What follows belongs to an exercise in optimizing a design on an open flow for small area, a short achievable clock period and few clock cycles per item; a production flow would make more cautious choices. At most, simulation tests tie the RTL to the original design; equivalence was not proved. The RTL of run 3 was laid out without a check of its function. No activity file was given, so power comes from the tool's default toggle rates.

==> design/flow/design.v <==
package aaci_pkg;
   localparam logic [1:0] CMD_ADD = 2'd0;
   localparam logic [1:0] CMD_SUB = 2'd1;
   localparam logic [1:0] CMD_MUL = 2'd2;
   localparam logic [1:0] CMD_BYE = 2'd3;
   localparam logic [2:0] ST_OK       = 3'd0;
   localparam logic [2:0] ST_BAD_CMD  = 3'd1;
   localparam logic [2:0] ST_FEW_ARGS = 3'd2;
   localparam logic [2:0] ST_MANY     = 3'd3;
   localparam logic [2:0] ST_BAD_IN   = 3'd4;
   localparam logic [2:0] ST_BYE      = 3'd5;
   localparam logic [2:0] ST_OVERFLOW = 3'd6;
endpackage
module ascii_arith_command_interpreter (
   input  logic        clock,
   input  logic        reset,
   input  logic        req_valid,
   output logic        req_ready,
   input  logic [7:0]  req_byte_req,
   output logic        rsp_valid,
   input  logic        rsp_ready,
   output logic [2:0]  rsp_status,
   output logic [31:0] rsp_value
);
   localparam logic [1:0] CMD_ADD = 2'd0;
   localparam logic [1:0] CMD_SUB = 2'd1;
   localparam logic [1:0] CMD_MUL = 2'd2;
   localparam logic [1:0] CMD_BYE = 2'd3;
   localparam logic [2:0] ST_OK       = 3'd0;
   localparam logic [2:0] ST_BAD_CMD  = 3'd1;
   localparam logic [2:0] ST_FEW_ARGS = 3'd2;
   localparam logic [2:0] ST_MANY     = 3'd3;
   localparam logic [2:0] ST_BAD_IN   = 3'd4;
   localparam logic [2:0] ST_BYE      = 3'd5;
   localparam logic [2:0] ST_OVERFLOW = 3'd6;
   localparam logic [1:0] M_FIRST = 2'd0;
   localparam logic [1:0] M_ADD   = 2'd1;
   localparam logic [1:0] M_SUB   = 2'd2;
   localparam logic [1:0] M_MUL   = 2'd3;
   logic        v_ff, v_in, rr_ff, rr_in;
   logic [7:0]  b_ff, b_in;
   logic        ign_ff, ign_in;        
   logic [7:0]  len_ff, len_in;        
   logic        full_ff, full_in;      
   logic [3:0]  pos_ff, pos_in;        
   logic [1:0]  cmd_ff, cmd_in;        
   logic        alive_ff, alive_in;    
   logic        nul_ff, nul_in;
   logic [2:0]  spc_ff, spc_in;        
   logic        badin_ff, badin_in;    
   logic        lastsp_ff, lastsp_in;  
   logic [31:0] rs_ff, t_ff, sum;
   logic [31:1] rc_ff;
   logic        rv_ff, rv_in;
   logic [2:0]  st_ff;
   logic [1:0]  mode_ff, mode_in;      
   logic        ps2_ff, ps4_ff, ps8_ff, qs1_ff, qs2_ff, qsn_ff;
   logic is_nl, is_sp, is_dig, is_nul, go, lend, spc0, word_end_ok;
   logic [3:0] name_len;
   logic [7:0] name_chr;
   logic [2:0] status;
   assign is_nl  = b_ff == 8'd10;
   assign is_sp  = b_ff == 8'd32;
   assign is_nul = b_ff == 8'd0;
   assign is_dig = b_ff[7:4] == 4'h3 && (!b_ff[3] || b_ff[2:1] == 2'b00);
   assign req_ready = rr_ff;
   assign go        = v_ff && rr_ff;
   assign lend      = go && !ign_ff && (is_nl || full_ff);
   assign spc0      = spc_ff == 3'd0;
   always_comb begin
      unique case (cmd_ff)
         CMD_ADD: name_len = 4'd3;
         CMD_SUB: name_len = 4'd8;
         CMD_MUL: name_len = 4'd8;
         default: name_len = 4'd3;
      endcase
      name_chr = 8'd0;
      unique case (cmd_ff)
         CMD_ADD: case (pos_ff)
            4'd1: name_chr = "d";
            4'd2: name_chr = "d";
            default: ;
         endcase
         CMD_SUB: case (pos_ff)
            4'd1: name_chr = "u";
            4'd2: name_chr = "b";
            4'd3: name_chr = "t";
            4'd4: name_chr = "r";
            4'd5: name_chr = "a";
            4'd6: name_chr = "c";
            4'd7: name_chr = "t";
            default: ;
         endcase
         CMD_MUL: case (pos_ff)
            4'd1: name_chr = "u";
            4'd2: name_chr = "l";
            4'd3: name_chr = "t";
            4'd4: name_chr = "i";
            4'd5: name_chr = "p";
            4'd6: name_chr = "l";
            4'd7: name_chr = "y";
            default: ;
         endcase
         default: case (pos_ff)
            4'd1: name_chr = "y";
            4'd2: name_chr = "e";
            default: ;
         endcase
      endcase
   end
   assign word_end_ok = alive_ff && pos_ff == name_len;
   always_comb begin
      if (nul_ff)
         status = ST_BAD_CMD;
      else if (spc_ff == 3'd5)
         status = ST_MANY;
      else if (spc0 ? !word_end_ok : !alive_ff)
         status = ST_BAD_CMD;
      else if (cmd_ff == CMD_BYE)
         status = ST_BYE;
      else if (spc_ff < 3'd2)
         status = ST_FEW_ARGS;
      else if (badin_ff || lastsp_ff)
         status = ST_BAD_IN;
      else
         status = ST_OK;
      if (!is_nl)
         status = ST_OVERFLOW;
   end
   always_comb begin
      ign_in    = ign_ff;
      len_in    = len_ff;
      pos_in    = pos_ff;
      cmd_in    = cmd_ff;
      alive_in  = alive_ff;
      nul_in    = nul_ff;
      spc_in    = spc_ff;
      badin_in  = badin_ff;
      lastsp_in = lastsp_ff;
      rv_in     = rv_ff && !rsp_ready;
      if (go) begin
         if (ign_ff) begin
            ign_in = !is_nl;
         end else if (lend) begin
            rv_in     = 1'b1;
            ign_in    = !is_nl;
            len_in    = '0;
            pos_in    = '0;
            cmd_in    = CMD_ADD;
            alive_in  = 1'b1;
            nul_in    = 1'b0;
            spc_in    = '0;
            badin_in  = 1'b0;
            lastsp_in = 1'b0;
         end else begin
            len_in    = len_ff + 8'd1;
            lastsp_in = is_sp;
            if (is_nul) begin
               nul_in = 1'b1;
            end
            if (is_sp) begin
               if (spc0) begin
                  alive_in = word_end_ok;
               end else if (lastsp_ff) begin
                  badin_in = 1'b1;
               end
               if (spc_ff != 3'd5) begin
                  spc_in = spc_ff + 3'd1;
               end
            end else if (spc0) begin
               pos_in = pos_ff + 4'd1;
               if (pos_ff == 4'd0) begin
                  alive_in = alive_ff && (b_ff == "a" || b_ff == "s" || b_ff == "m" || b_ff == "b");
                  cmd_in   = b_ff[4] ? CMD_SUB : b_ff[3] ? CMD_MUL : b_ff[1] ? CMD_BYE : CMD_ADD;
               end else if (pos_ff >= name_len || b_ff != name_chr) begin
                  alive_in = 1'b0;
               end
            end else if (!is_dig) begin
               badin_in = 1'b1;
            end
         end
      end
      full_in = len_in == 8'd255;
      v_in  = rr_ff ? req_valid : v_ff;
      b_in  = rr_ff ? req_byte_req : b_ff;
      rr_in = !(v_in && rv_in && (b_in == 8'd10 || b_in == 8'd32 || full_in));
      if (spc_in == 3'd1)
         mode_in = M_FIRST;
      else if (cmd_in == CMD_MUL)
         mode_in = M_MUL;
      else if (cmd_in == CMD_SUB)
         mode_in = M_SUB;
      else
         mode_in = M_ADD;
   end
   function automatic logic [5:0] selects(input logic [1:0] m, input logic [3:0] d);
      logic ps2, ps4, ps8, qs1, qs2, qsn;
      ps2 = 1'b0; ps4 = 1'b0; ps8 = 1'b0; qs1 = 1'b0; qs2 = 1'b0; qsn = 1'b0;
      unique case (m)
         M_FIRST: ;
         M_MUL: unique case (d)
            4'd1: qs1 = 1'b1;
            4'd2: ps2 = 1'b1;
            4'd3: begin ps2 = 1'b1; qs1 = 1'b1; end
            4'd4: ps4 = 1'b1;
            4'd5: begin ps4 = 1'b1; qs1 = 1'b1; end
            4'd6: begin ps4 = 1'b1; qs2 = 1'b1; end
            4'd7: begin ps8 = 1'b1; qs1 = 1'b1; qsn = 1'b1; end
            4'd8: ps8 = 1'b1;
            4'd9: begin ps8 = 1'b1; qs1 = 1'b1; end
            default: ;
         endcase
         default: begin
            ps8 = 1'b1;
            qs1 = 1'b1;
         end
      endcase
      selects = {ps2, ps4, ps8, qs1, qs2, qsn};
   endfunction
   logic [3:0]  d;
   logic        first, add, sub, mul;
   logic        k3, a2, a1, a0, b0, x0, p2, p1, p0;
   logic [31:0] o1, o2, o3, o4, opp, opq, s1, c1, s2, c2, s3, c3, s4, c4, x1, x2, x3;
   assign d     = b_ff[3:0];
   assign first = mode_ff == M_FIRST;
   assign add   = mode_ff == M_ADD;
   assign sub   = mode_ff == M_SUB;
   assign mul   = mode_ff == M_MUL;
   always_comb begin
      k3 = (first || add) && d[3];
      a2 = ((first || add) && d[2]) || (sub && !d[2] && !d[3]);
      a1 = ((first || add) && d[1]) || (sub && !d[1] && !d[3]);
      a0 = ((first || add) && d[0]) || (sub && !d[0]) || (mul && d == 4'd7);
      b0 = add || (sub && !d[3]);
      x0 = b0;
      p2 = add;
      p1 = add;
      p0 = add;
   end
   always_comb begin
      o1  = {rs_ff[28:0], a2, a1, a0};
      o2  = {rs_ff[30:0], b0};
      o3  = {rc_ff[28:1], k3, 3'd0};
      o4  = {rc_ff[30:1], 2'd0};
      opp = ({t_ff[30:0], 1'b0} & {32{ps2_ff}}) | ({t_ff[29:0], 2'b0} & {32{ps4_ff}})
          | ({t_ff[28:0], 3'b0} & {32{ps8_ff}}) | {29'd0, p2, p1, p0};
      opq = ((t_ff & {32{qs1_ff}}) | ({t_ff[30:0], 1'b0} & {32{qs2_ff}})) ^ {32{qsn_ff}};
      for (int i = 0; i < 32; i++) begin
         {c1[i], s1[i]} = 2'(o1[i]) + 2'(o2[i]) + 2'(o3[i]);
      end
      x1 = {c1[30:0], x0};
      for (int i = 0; i < 32; i++) begin
         {c2[i], s2[i]} = 2'(s1[i]) + 2'(x1[i]) + 2'(o4[i]);
      end
      x2 = {c2[30:0], 1'b0};
      for (int i = 0; i < 32; i++) begin
         {c3[i], s3[i]} = 2'(s2[i]) + 2'(x2[i]) + 2'(opp[i]);
      end
      x3 = {c3[30:0], 1'b0};
      for (int i = 0; i < 32; i++) begin
         {c4[i], s4[i]} = 2'(s3[i]) + 2'(x3[i]) + 2'(opq[i]);
      end
      sum = rs_ff + {rc_ff[31:1], 1'b0};
   end
   always_ff @(posedge clock) begin
      if (rr_ff) begin
         b_ff <= req_byte_req;
      end
   end
   always_ff @(posedge clock) begin
      if (reset) begin
         v_ff      <= 1'b0;
         rr_ff     <= 1'b1;
         rv_ff     <= 1'b0;
         ign_ff    <= 1'b0;
         len_ff    <= '0;
         full_ff   <= 1'b0;
         pos_ff    <= '0;
         cmd_ff    <= CMD_ADD;
         alive_ff  <= 1'b1;
         nul_ff    <= 1'b0;
         spc_ff    <= '0;
         badin_ff  <= 1'b0;
         lastsp_ff <= 1'b0;
      end else begin
         v_ff      <= v_in;
         rr_ff     <= rr_in;
         rv_ff     <= rv_in;
         ign_ff    <= ign_in;
         len_ff    <= len_in;
         full_ff   <= full_in;
         pos_ff    <= pos_in;
         cmd_ff    <= cmd_in;
         alive_ff  <= alive_in;
         nul_ff    <= nul_in;
         spc_ff    <= spc_in;
         badin_ff  <= badin_in;
         lastsp_ff <= lastsp_in;
      end
   end
   always_ff @(posedge clock) begin
      mode_ff <= mode_in;
      {ps2_ff, ps4_ff, ps8_ff, qs1_ff, qs2_ff, qsn_ff} <= selects(mode_in, b_in[3:0]);
   end
   always_ff @(posedge clock) begin
      if (lend) begin
         st_ff <= status;
      end
   end
   always_ff @(posedge clock) begin
      if (go && !ign_ff) begin
         if (lend) begin
            t_ff <= (status == ST_OK) ? sum : '0;
         end else if (is_sp) begin
            if (spc0) begin
               rs_ff <= '0;
               rc_ff <= '0;
            end else if (spc_ff != 3'd5) begin
               t_ff <= (cmd_ff == CMD_MUL) ? sum : ~sum;
               if (cmd_ff == CMD_MUL) begin
                  rs_ff <= '0;
                  rc_ff <= '0;
               end
            end
         end else if (is_dig && !spc0) begin
            rs_ff <= s4;
            rc_ff <= c4[30:0];
         end
      end
   end
   assign rsp_valid  = rv_ff;
   assign rsp_status = st_ff;
   assign rsp_value  = t_ff;
endmodule
==> design/flow/flow/run.sh <==
#!/bin/bash
# The standard layout, with the setup repair aiming for 6.9 ns of slack at the 10 ns clock
# (a 3.1 ns path target, about what the output paths allow) instead of none, so repair_timing
# works towards the period the design can reach.  Each tool's output goes to standard.log here.
bash standard.sh SETUP_SLACK_MARGIN=6.9 finish > standard.log 2>&1
==> design/flow/standard.sh <==
#!/bin/bash
# synth_recipe.tcl (not shown) runs the flow's synth.tcl, then flattens the netlist and writes it again
# the make line also repeats each setting of config.mk as NAME=value (left out here)
make -C /OpenROAD-flow-scripts/flow DESIGN_CONFIG=/design/flow/config.mk WORK_HOME=/design/flow/orfs CLKGATE_MAP_FILE= SYNTH_SCRIPT=/design/flow/synth_recipe.tcl "${@:-finish}"
==> design/flow/config.mk <==
export PLATFORM = sky130hd
export DESIGN_NAME = ascii_arith_command_interpreter
export DESIGN_NICKNAME = ascii_arith_command_interpreter
export VERILOG_FILES = /design/flow/design.v
export SDC_FILE = /design/flow/constraint.sdc
export NUM_CORES = 4
export LEC_CHECK = 0
export CAP_MARGIN = 20
export CORE_MARGIN = 2
export CORE_UTILIZATION = 40
export SLEW_MARGIN = 20
==> design/flow/constraint.sdc <==
create_clock -name core_clock -period 10.0 [get_ports {clock}]
set_input_delay 2.0000 -clock core_clock [delete_from_list [all_inputs] [get_ports {clock}]]
set_output_delay 2.0000 -clock core_clock [all_outputs]
set_load 0.01 [all_outputs]
==> results of run 1 <==
## metal layers
metal	wire length, um	GRT usage, %	up-vias
met5	0	0	-
met1	13200	28.1	4291
met4	466	5.79	0
met3	1660	2.70	40
li1	-	-	3988
met2	14300	33.8	312
## cells by family (layout without fill, tap and decap cells)
logic type               count (synthesis)  after routing  synth area share, %
flip-flops                             140            140                 33.0
AO/OA/AOI/OAI                          232            234                 14.3
buffers and inverters                  143            224                 4.93
AND/OR/NAND/NOR                        281            281                 11.8
adder cells (fa/ha/maj)                171            171                 26.4
XOR/XNOR                               100            100                 7.65
multiplexers                            21             21                 1.89
## power by group through the flow
stage	combinational (mW)	sequential, mW	clock (mW)
CTS	0.321	0.662	0.613
floorplan	0.251	0.669	0
global placement	0.309	0.675	0
detailed placement	0.319	0.676	0
global route	0.372	0.664	0.635
finish	0.321	0.662	0.605
## per-stage QoR
stage               hold slack [ns]  total power, mW  setup slack (ns)  utilization, %
floorplan                     0.426            0.920              6.84               -
global placement              0.436            0.984              6.36            43.8
detailed placement            0.462            0.995              6.23            43.8
CTS                           0.471             1.60              6.90            46.4
global route                  0.488             1.67              6.83            46.8
finish                        0.487             1.59              6.92            46.8
## timing repair
item	CTS	global route
gates cloned	1	1
pin swaps	4	4
endpoints found under the setup margin	89	40
resized for setup	150	22
buffers inserted	36	9
## state kept, by name, summed over array words and instances, names as in the netlist, 2 cells and up
register / count
rs_ff: 32
len_ff: 8
b_ff: 8
pos_ff: 4
spc_ff: 3
rc_ff: 31
t_ff: 32
st_ff: 3
mode_ff: 2
cmd_ff: 2
## synth_stat cells, drive strengths merged, types with 5 or more instances
library cell,number
inv,89
a211oi,6
a211o,7
o21bai,5
nand4,13
o21ai,42
mux2,5
and3,6
a21oi,45
xnor2,55
a21o,18
fa,118
buf,15
mux2i,16
nand3,15
nor2,129
a31oi,5
a22oi,36
dfxtp,42
o21a,5
xor2,45
clkbuf,38
and2,6
nand2,48
nand2b,14
nor2b,11
a222oi,28
or2,6
nor3,12
edfxtp,98
ha,53
## worst paths after layout
path / endpoint / cells after the start
hold / removal: badin_ff / 2
hold reg to reg: badin_ff / 2
setup reg to reg: rs_ff[17] / 7
setup / recovery: rsp_value[29] / 1
## area by class of cell
type                    count  area share (%)
clock buffers              18            3.27
clock inverters            14           0.830
inverters                  90            2.61
multi-input cells         807            55.3
flip-flops and latches    140            28.9
well taps                 378            3.61
repair buffers            102            5.45
==> out/metrics.yaml, run 1 <==
clock_network:
  cts_tree: "yes"
  cts.sinks: 140
  cts_buffer_depth: 2
  cts_root_buffer: "clkbuf_16"
  hold_buffers: 0
  cts_made_buffers: 17
  path_clk_slew_ns: 0.07
  cts_htree_levels: 4
  clk_latency_ns: 0.43
layout:
  drive_gt1_share_pct: 14.0
  seq_area_sq_mm: 0.00379
  layout_commonest_cell: "nor2_1"
  final_nets: 1341
  stdcell_count: 1549
  layout_common_cells: "nor2_1, fa_1, edfxtp_1"
  area_growth_pct: 14.5
  fin_area_sq_mm: 0.0131
  diodes: 0
  fillCellCount: 2617
  multi_input_area_sq_mm: 0.00725
global_route:
  grt_pass1_vias: 8686
  grt_start_max_net_pins: 64
  antenna_found_initial: 0
  overflow: 0
  track_usage_pct: 20.4
  grt_pass1_wl_mm: 48.6
pwr:
  p_seq_share_pct: 41.7
  power.density_mw_per_mm2: 121
  p_sw_share_pct: 29.7
  p_comb_share_pct: 20.2
  peakVddDrop_v: 0.000121
  p_leak_nw: 5.27
  p_int_mw: 1.12
  clock_power_share_pct: 38.1
  p_sw_mw: 0.472
floorplan:
  num_rows: 61
  dieArea_sq_mm: 0.0300
  fp.dieW_um: 173
  ios: 49
  start_util_pct: 40.9
  dieHeight_um: 173
  fp.coreArea_sq_mm: 0.0280
worst_setup_path:
  critPathMaxStageDelay_ns: 0.47
  crit_family: "flip-flops"
  cp.arrival_ns: 1.08
  path_cells: "buf_2"
  endpoint_kind: "output pin"
  critical_path_buf_inv_count: 1
  setup.worst_path.class: "register to output pin"
  required_ns: 8.00
  r2r_start: "rs_ff[16]"
  crit_start: "t_ff[29]"
  slowest_stage: "edfxtp_1"
  cp_max_fo: 2
  r2r_setup_slack_ns: 6.97
  startpoint_type: "register"
yosys:
  synthCells: 1088
  synth.distinct_cells: 71
  synth_edf_count: 98
  ys_top_cells_by_area: "edfxtp_1, fa_1, dfxtp_1, ha_1, xnor2_1"
  yosysTopAreaCell: "edfxtp_1"
  postSynth.asyncResetShare_pct: 0
  synth_top_area_share_pct: 25.7
  syn_nets: 1271
  avgSynthCellArea_sq_um: 10.5
  seq_area_frac_synth_pct: 33.0
  syn_area_sq_mm: 0.0115
  ys.warnings.count: 1
  ys_seq_elements: 140
  synth-main-ff-cell: "edfxtp_1"
place:
  hpwl_mm: 20.1
  post-place-cells: 1470
  gp_congestion: 0.848
  place_area_sq_mm: 0.0123
  io_buffers: 48
drt:
  vias_per_cell: 5.57
  num_vias: 8631
  remaining_drc_errors: 0
  drt-wirelength-per-cell_um: 19.2
  drt_iter0_drc: 837
  ant_nets: 0
  firstDrtPassIters: 7
  wirelength_mm: 29.7
sta:
  finalCritPeriodShare_pct: 30.8
  hold_viol: 0
  max-slew-margin-rel_pct: 33.1
  max_freq_mhz: 325
  setup_viol: 0
  rsz0062_at_grt: "yes"
  fin_tns_setup_ns: 0
  drv_slew: 0
  skew_ns: 0.0146
  fin_crit_ns: 3.08
  worstMarginPinSlew_ns: 1.00
min_path:
  min_path_type: "register to register"
  min_from: "badin_ff"
job:
  maxCapViolations: 0
status:
  status: "timing/DRC/antenna clean"
Testbench counts, summed over its fixed seeds: cycles 85,220, lines 3,200.
==> run 2, diff against run 1 <==
--- a/design/flow/config.mk
+++ b/design/flow/config.mk
@@ -9,3 +9,4 @@
 export CORE_MARGIN = 2
 export CORE_UTILIZATION = 40
+export PLACE_DENSITY = 0.75
 export SLEW_MARGIN = 20
==> out/metrics.yaml, run 2 <==
yosys:
  synthCells: 1088  # unchanged
  synth_most_common_cell: "nor2_1"
  syn_nets: 1271  # unchanged
  avgSynthCellArea_sq_um: 10.5  # unchanged
  postSynth.asyncResetShare_pct: 0  # unchanged
  synth.distinct_cells: 71  # unchanged
  syn_area_sq_mm: 0.0115  # unchanged
  synth-main-ff-cell: "edfxtp_1"
  seq_area_frac_synth_pct: 33.0  # unchanged
  synth_common_cells: "nor2_1, fa_1, edfxtp_1"
  synth_edf_count: 98  # unchanged
  synth_top_area_share_pct: 25.7  # unchanged
  yosysTopAreaCell: "edfxtp_1"
  ys.warnings.count: 1  # unchanged
  ys_top_cells_by_area: "edfxtp_1, fa_1, dfxtp_1, ha_1, xnor2_1"
  ys_seq_elements: 140  # unchanged
floorplan:
  dieHeight_um: 173  # unchanged
  fp.dieW_um: 173  # unchanged
  start_util_pct: 40.9  # unchanged
  ios: 49  # unchanged
  dieArea_sq_mm: 0.0300  # unchanged
  fp.coreArea_sq_mm: 0.0280  # unchanged
  num_rows: 61  # unchanged
pwr:
  p_leak_nw: 5.32  # +0.86%
  total_power_mw: 1.60  # +0.78%
  power.density_mw_per_mm2: 121  # about the same
  peakVddDrop_v: 0.000110  # -8.9%
drt:
  drt_iter0_drc: 1083  # +29%
  ant_nets: 0  # unchanged
  firstDrtPassIters: 8  # +1
  drt-wirelength-per-cell_um: 18.5  # -3.4%
  num_vias: 8808  # +2.1%
  vias_per_cell: 5.67  # +1.7%
  wirelength_mm: 28.8  # -3.1%
  remaining_drc_errors: 0  # unchanged
sta:
  hold_slack_ns: 0.465  # -0.0228 ns
  max_freq_mhz: 325  # +0.16%
  finalCritPeriodShare_pct: 30.8  # -0.049 points
  worstMarginPinSlew_ns: 1.15  # +0.152 ns
  fin_tns_setup_ns: 0  # unchanged
  rsz0062_at_grt: "yes"
  skew_ns: 0.0118  # -0.00284 ns
  drv_slew: 0  # unchanged
  hold_viol: 0  # unchanged
  fin_crit_ns: 3.08  # -0.00487 ns
  setup_viol: 0  # unchanged
  max-slew-margin-rel_pct: 23.0  # -10 points
worst_setup_path:
  critical_path_buf_inv_count: 1  # unchanged
  critPathMaxStageDelay_ns: 0.46  # about the same
  endpoint_kind: "output pin"
  cp_max_fo: 2  # unchanged
  required_ns: 8.00  # about the same
  slowest_stage: "edfxtp_1"
  crit_family: "flip-flops"
  setup.worst_path.class: "register to output pin"
  startpoint_type: "register"
  path_cells: "buf_2"
  cp.arrival_ns: 1.08  # about the same
layout:
  drive_gt1_share_pct: 15.4  # +1.4 points
  layout_common_cells: "nor2_1, fa_1, edfxtp_1"
  final_nets: 1346  # +0.37%
  diodes: 0  # unchanged
  layout_commonest_cell: "nor2_1"
  top_regs: "rs_ff x32, t_ff x32, rc_ff x31"
  area_growth_pct: 15.4
job:
  maxCapViolations: 0  # unchanged
clock_network:
  cts_htree_levels: 4  # unchanged
  cts_root_buffer: "clkbuf_16"
  cts_made_buffers: 17  # unchanged
  path_clk_slew_ns: 0.06  # about the same
  clk_latency_ns: 0.44  # about the same
  cts_tree: "yes"
  hold_buffers: 0  # unchanged
  cts_buffer_depth: 2  # unchanged
  cts.sinks: 140  # unchanged
status:
  status: "timing/DRC/antenna clean"
global_route:
  grt_pass1_vias: 8908  # +2.6%
  track_usage_pct: 19.4  # -1.0 points
  grt_pass1_wl_mm: 46.5  # -4.4%
  grt_start_max_net_pins: 67  # +4.7%
  antenna_found_initial: 0  # unchanged
  overflow: 0  # unchanged
min_path:
  min_path_type: "register to register"
place:
  io_buffers: 48  # unchanged
  hpwl_mm: 19.5  # -3.0%
  gp_congestion: 0.859  # +1.4%
run 2: cell counts after synthesis:
Identical to the previous run, type by type.
run 2: power breakdown:
group	leakage (nW)	switching, mW	internal, mW
combinational	3.80	0.180	0.143
sequential	1.23	0.0112	0.652
clock	0.283	0.266	0.349
run 2: worst paths after layout:
path,slack [ns],end,from,depth (start not counted)
min,0.46,badin_ff,badin_ff,2
max,6.92,rsp_value[28],t_ff[28],1
max reg2reg,6.97,t_ff[31],rs_ff[18],9
min reg2reg,0.46,badin_ff,badin_ff,2
run 2: what timing repair did:
item | in CTS | in global routing
endpoints found under the hold margin | 0 | 0
setup buffers | 37 | 15
pin swaps | 4 | 8
gates cloned | 0 | 1
gates resized for setup | 153 | 37
endpoints found under the setup margin | 105 | 61
run 2: kinds of logic after synthesis:
group                      Yosys count  share of synthesized area (%)
adders and majority gates          171                           26.4
and+or+nand+nor                    281                           11.8
buffers and inverters              143                           4.93
muxes                               21                           1.89
DFF                                140                           33.0
xor gates and xnor gates           100                           7.65
AOI/OAI and AO/OA                  232                           14.3
run 2: area by class of cell:
class | instances | area, sq um
fillers | 2502 | 14800
multi-input cells | 806 | 7290
flip-flops and latches | 140 | 3790
repair buffers | 108 | 751
clock buffers | 21 | 483
well taps | 378 | 473
inverters | 90 | 343
clock inverters | 11 | 80.1
run 2: worst min-delay path, stage by stage, from the launching register on:
cell and delay, ns:
dfxtp_1 0.31, inv_1 0.05, a21oi_1 0.06
run 2: metal layers:
metal	wire, um	track usage, %	vias to the layer above	part of all wire (%)
met4	723	6.29	0	2.5
met3	2080	4.28	60	7.2
met5	0	0	-	0
met1	12100	25.0	4361	42
met2	13900	32.4	388	48
li1	-	-	3999	-
run 2: through the flow:
| stage | setup WS [ns] | area [sq um] | utilization [%] | cells |
|---|---|---|---|---|
| floorplan | 6.84 | 11500 | - | 1088 |
| global placement | 6.24 | 12300 | 43.8 | 1469 |
| detailed placement | 6.10 | 12300 | 43.8 | 1469 |
| CTS | 6.80 | 13100 | 46.6 | 1538 |
| global route | 6.83 | 13200 | 47.2 | 1554 |
| finish | 6.92 | 13200 | 47.2 | 1554 |
==> run 3, diff against run 2 <==
--- a/design/flow/design.v
+++ b/design/flow/design.v
@@ -55,5 +55,5 @@
    logic [2:0]  st_ff;
    logic [1:0]  mode_ff, mode_in;      
-   logic        ps2_ff, ps4_ff, ps8_ff, qs1_ff, qs2_ff, qsn_ff;
+   logic        p2_sel, p4_sel, p8_sel, q1_sel, q2_sel, qn_sel;    
    logic is_nl, is_sp, is_dig, is_nul, go, lend, spc0, word_end_ok;
    logic [3:0] name_len;
@@ -223,4 +223,5 @@
    logic [31:0] o1, o2, o3, o4, opp, opq, s1, c1, s2, c2, s3, c3, s4, c4, x1, x2, x3;
    assign d     = b_ff[3:0];
+   assign {p2_sel, p4_sel, p8_sel, q1_sel, q2_sel, qn_sel} = selects(mode_ff, d);
    assign first = mode_ff == M_FIRST;
    assign add   = mode_ff == M_ADD;
@@ -243,7 +244,7 @@
       o3  = {rc_ff[28:1], k3, 3'd0};
       o4  = {rc_ff[30:1], 2'd0};
-      opp = ({t_ff[30:0], 1'b0} & {32{ps2_ff}}) | ({t_ff[29:0], 2'b0} & {32{ps4_ff}})
-          | ({t_ff[28:0], 3'b0} & {32{ps8_ff}}) | {29'd0, p2, p1, p0};
-      opq = ((t_ff & {32{qs1_ff}}) | ({t_ff[30:0], 1'b0} & {32{qs2_ff}})) ^ {32{qsn_ff}};
+      opp = ({t_ff[30:0], 1'b0} & {32{p2_sel}}) | ({t_ff[29:0], 2'b0} & {32{p4_sel}})
+          | ({t_ff[28:0], 3'b0} & {32{p8_sel}}) | {29'd0, p2, p1, p0};
+      opq = ((t_ff & {32{q1_sel}}) | ({t_ff[30:0], 1'b0} & {32{q2_sel}})) ^ {32{qn_sel}};
       for (int i = 0; i < 32; i++) begin
          {c1[i], s1[i]} = 2'(o1[i]) + 2'(o2[i]) + 2'(o3[i]);
@@ -301,5 +302,4 @@
    always_ff @(posedge clock) begin
       mode_ff <= mode_in;
-      {ps2_ff, ps4_ff, ps8_ff, qs1_ff, qs2_ff, qsn_ff} <= selects(mode_in, b_in[3:0]);
    end
    always_ff @(posedge clock) begin
--- a/design/flow/config.mk
+++ b/design/flow/config.mk
@@ -9,4 +9,3 @@
 export CORE_MARGIN = 2
 export CORE_UTILIZATION = 40
-export PLACE_DENSITY = 0.75
 export SLEW_MARGIN = 20
==> out/metrics.yaml, run 3 <==
drt:
  vias_per_cell: 5.53  # -2.5%
  drt_iter0_drc: 849  # -22%
  num_vias: 8835  # +0.31%
  met3_wirelength_mm: 1.42  # -32%
  remaining_drc_errors: 0  # unchanged
  drt-wirelength-per-cell_um: 18.7  # +1.1%
  maxUsedRoutingLayer: "met4"
  wl_met1_mm: 13.7  # +14%
  ant_nets: 0  # unchanged
  wirelength_mm: 29.9  # +4.0%
  firstDrtPassIters: 11  # +3
  dr_wl_met2_mm: 14.4  # +3.5%
global_route:
  grt_start_max_net_pins: 64  # -4.5%
  antenna_found_initial: 0  # unchanged
  overflow: 0  # unchanged
  grt_pass1_wl_mm: 48.1  # +3.5%
  grt_pass1_vias: 8734  # -2.0%
  track_usage_pct: 20.1  # +0.77 points
sta:
  hold_viol: 0  # unchanged
  worstMarginPinSlew_ns: 0.893  # -0.262 ns
  max-slew-margin-rel_pct: 40.4  # +17 points
  drv_slew: 0  # unchanged
  fin_crit_ns: 3.08  # +0.00720 ns
  skew_ns: 0.0170  # +0.00524 ns
  hold_slack_ns: 0.474  # +0.00957 ns
  max_freq_mhz: 324  # -0.23%
  rsz0062_at_grt: "yes"
  setup_viol: 0  # unchanged
  fin_tns_setup_ns: 0  # unchanged
  finalCritPeriodShare_pct: 30.8  # +0.072 points
  final.setup.worst_slack_ns: 6.92  # -0.00720 ns
clock_network:
  cts_made_buffers: 17  # unchanged
  cts_buffer_depth: 2  # unchanged
  clk_latency_ns: 0.44  # about the same
  cts_tree: "yes"
  path_clk_slew_ns: 0.06  # about the same
  cts_root_buffer: "clkbuf_16"
  cts.sinks: 140  # unchanged
  cts_htree_levels: 4  # unchanged
job:
  maxCapViolations: 0  # unchanged
pwr:
  p_comb_share_pct: 19.8  # -0.4 points
  p_seq_share_pct: 40.7  # -0.7 points
  p_sw_share_pct: 28.0  # -0.54 points
  p_sw_mw: 0.455  # -0.46%
  p_leak_nw: 5.29  # -0.53%
  p_int_mw: 1.17  # +2.2%
  clock_power_share_pct: 39.5  # +1.1 points
  power.density_mw_per_mm2: 120  # -0.57%
  peakVddDrop_v: 0.000112  # +1.7%
layout:
  diodes: 0  # unchanged
  final_nets: 1385  # +2.9%
  layout_common_cells: "nor2_1, fa_1, edfxtp_1"
  top_regs: "rs_ff x32, t_ff x32, rc_ff x31"
  fillCellCount: 2651  # +6.0%
  drive_gt1_share_pct: 15.7  # +0.33 points
  layout_commonest_cell: "nor2_1"
  area_growth_pct: 16.5
worst_setup_path:
  cp_max_fo: 2  # unchanged
  cp.arrival_ns: 1.08  # about the same
  slowest_stage: "edfxtp_1"
  crit_family: "flip-flops"
  r2r_setup_slack_ns: 7.00  # +0.03 ns
  required_ns: 8.00  # about the same
  path_cells: "buf_2"
  critical_path_buf_inv_count: 1  # unchanged
  endpoint_kind: "output pin"
  critPathMaxStageDelay_ns: 0.47  # about the same
  startpoint_type: "register"
  setup.worst_path.class: "register to output pin"
yosys:
  synth_edf_count: 98  # unchanged
  synth_common_cells: "nor2_1, fa_1, edfxtp_1"
  ys_top_cells_by_area: "edfxtp_1, fa_1, dfxtp_1, xnor2_1, ha_1"
  avgSynthCellArea_sq_um: 10.4  # -1.6%
  synth_top_area_share_pct: 25.4  # -0.27 points
  ys_seq_elements: 140  # unchanged
  synth_most_common_cell: "nor2_1"
  ys.warnings.count: 1  # unchanged
  yosysTopAreaCell: "edfxtp_1"
  postSynth.asyncResetShare_pct: 0  # unchanged
  seq_area_frac_synth_pct: 32.7  # -0.35 points
  syn_nets: 1300  # +2.3%
  synth-main-ff-cell: "edfxtp_1"
  syn_area_sq_mm: 0.0116  # +1.1%
  synth.distinct_cells: 75  # +5.6%
  synthCells: 1117  # +2.7%
floorplan:
  dieArea_sq_mm: 0.0303  # +1.0%
  ios: 49  # unchanged
  start_util_pct: 40.4  # -0.45 points
  fp.coreArea_sq_mm: 0.0286  # +2.2%
  fp.dieW_um: 174  # +0.52%
  dieHeight_um: 174  # +0.52%
  num_rows: 62  # +1.6%
min_path:
  min_path_type: "register to register"
place:
  gp_congestion: 0.817  # -5.0%
  hpwl_mm: 20.7  # +6.1%
  dp_slack_ns: 6.28  # +0.175 ns
  io_buffers: 48  # unchanged
status:
  status: "timing/DRC/antenna clean"
run 3: cell families (layout without fill, tap and decap cells):
| family | count (synthesis) | after routing | share of synthesized area [%] |
|---|---|---|---|
| XOR/XNOR | 96 | 96 | 7.38 |
| multiplexers | 22 | 22 | 1.97 |
| buffers and inverters | 139 | 236 | 4.72 |
| flip-flops | 140 | 140 | 32.7 |
| AND/OR/NAND/NOR | 325 | 325 | 13.3 |
| adder cells (fa/ha/maj) | 171 | 171 | 26.1 |
| AO/OA/AOI/OAI | 224 | 225 | 13.8 |
run 3: final cells by class:
class,count,area (sq um),share of cell area [%]
clock buffer,23,522,3.87
tap,384,480,3.56
sequential,140,3800,28.2
multi-input combinational,839,7410,54.9
inverter,83,312,2.31
clock inverter,9,66.3,0.492
timing repair buffer,121,901,6.68
run 3: layer usage:
metal	up-vias	global-route usage, %
met5	-	0
met4	0	5.39
met3	35	3.19
met2	283	32.7
met1	4409	28.1
li1	4108	-
run 3: timing repair:
item / CTS / global route
hold buffers: 0 / 0
cloned: 0 / 1
setup endpoints to repair: 91 / 40
setup buffers: 49 / 14
gates resized for setup: 152 / 25
pin swaps: 5 / 17
run 3: final timing paths:
| path | start | end | cells past startpoint |
|---|---|---|---|
| worst min-delay path | lastsp_ff | lastsp_ff | 2 |
| worst min register to register | lastsp_ff | lastsp_ff | 2 |
| worst max-delay path | t_ff[3] | rsp_value[3] | 1 |
| worst max register to register | rs_ff[26] | rs_ff[31] | 10 |
run 3: through the flow:
stage	power (mW)	cells	utilization [%]	area [sq um]
finish	1.62	1599	47.1	13500
global route	1.71	1599	47.1	13500
CTS	1.64	1584	46.4	13300
detailed placement	0.988	1503	43.4	12400
global placement	0.979	1502	43.3	12400
floorplan	0.911	1117	-	11600
run 3: power groups by stage:
stage	combinational, mW	sequential [mW]	clock (mW)
after floorplan	0.246	0.665	0
after CTS	0.321	0.661	0.654
after global routing	0.369	0.663	0.678
final	0.321	0.661	0.642
after detailed placement	0.315	0.674	0
after global placement	0.306	0.673	0

## separate check: timing with driven ports
The flow's constraints put no driver on any port. The routed layouts listed below were extracted and timed again, unchanged, in two steps.
Step 1: set_driving_cell puts a clkbuf_16 on clock and a buf_2 on each other input, an assumption about the parent block.
Step 2, shift: input delay + t, output delay - t, t = (earliest + latest rising clock arrival at the registers) / 2. This alone moves slack from input paths to output paths.
Slacks: ideal / step 1 / step 2; pairs: ideal / step 1.
run | shift t [ns] | setup WS [ns] | hold WS [ns] | pins driven straight from the clock port
run 1 | 0.477 | 6.920 / 6.869 / 6.495 | 0.487 / 0.487 / 0.487 | 1
run 2 | 0.479 | 6.925 / 6.877 / 6.501 | 0.465 / 0.465 / 0.465 | 1
run 3 | 0.479 | 6.918 / 6.867 / 6.509 | 0.474 / 0.474 / 0.474 | 1
After both steps setup and hold are still met in every run listed. For run 1, which loses most, drivers alone change the setup slack by -0.051 ns; drivers and shift together by -0.425 ns.
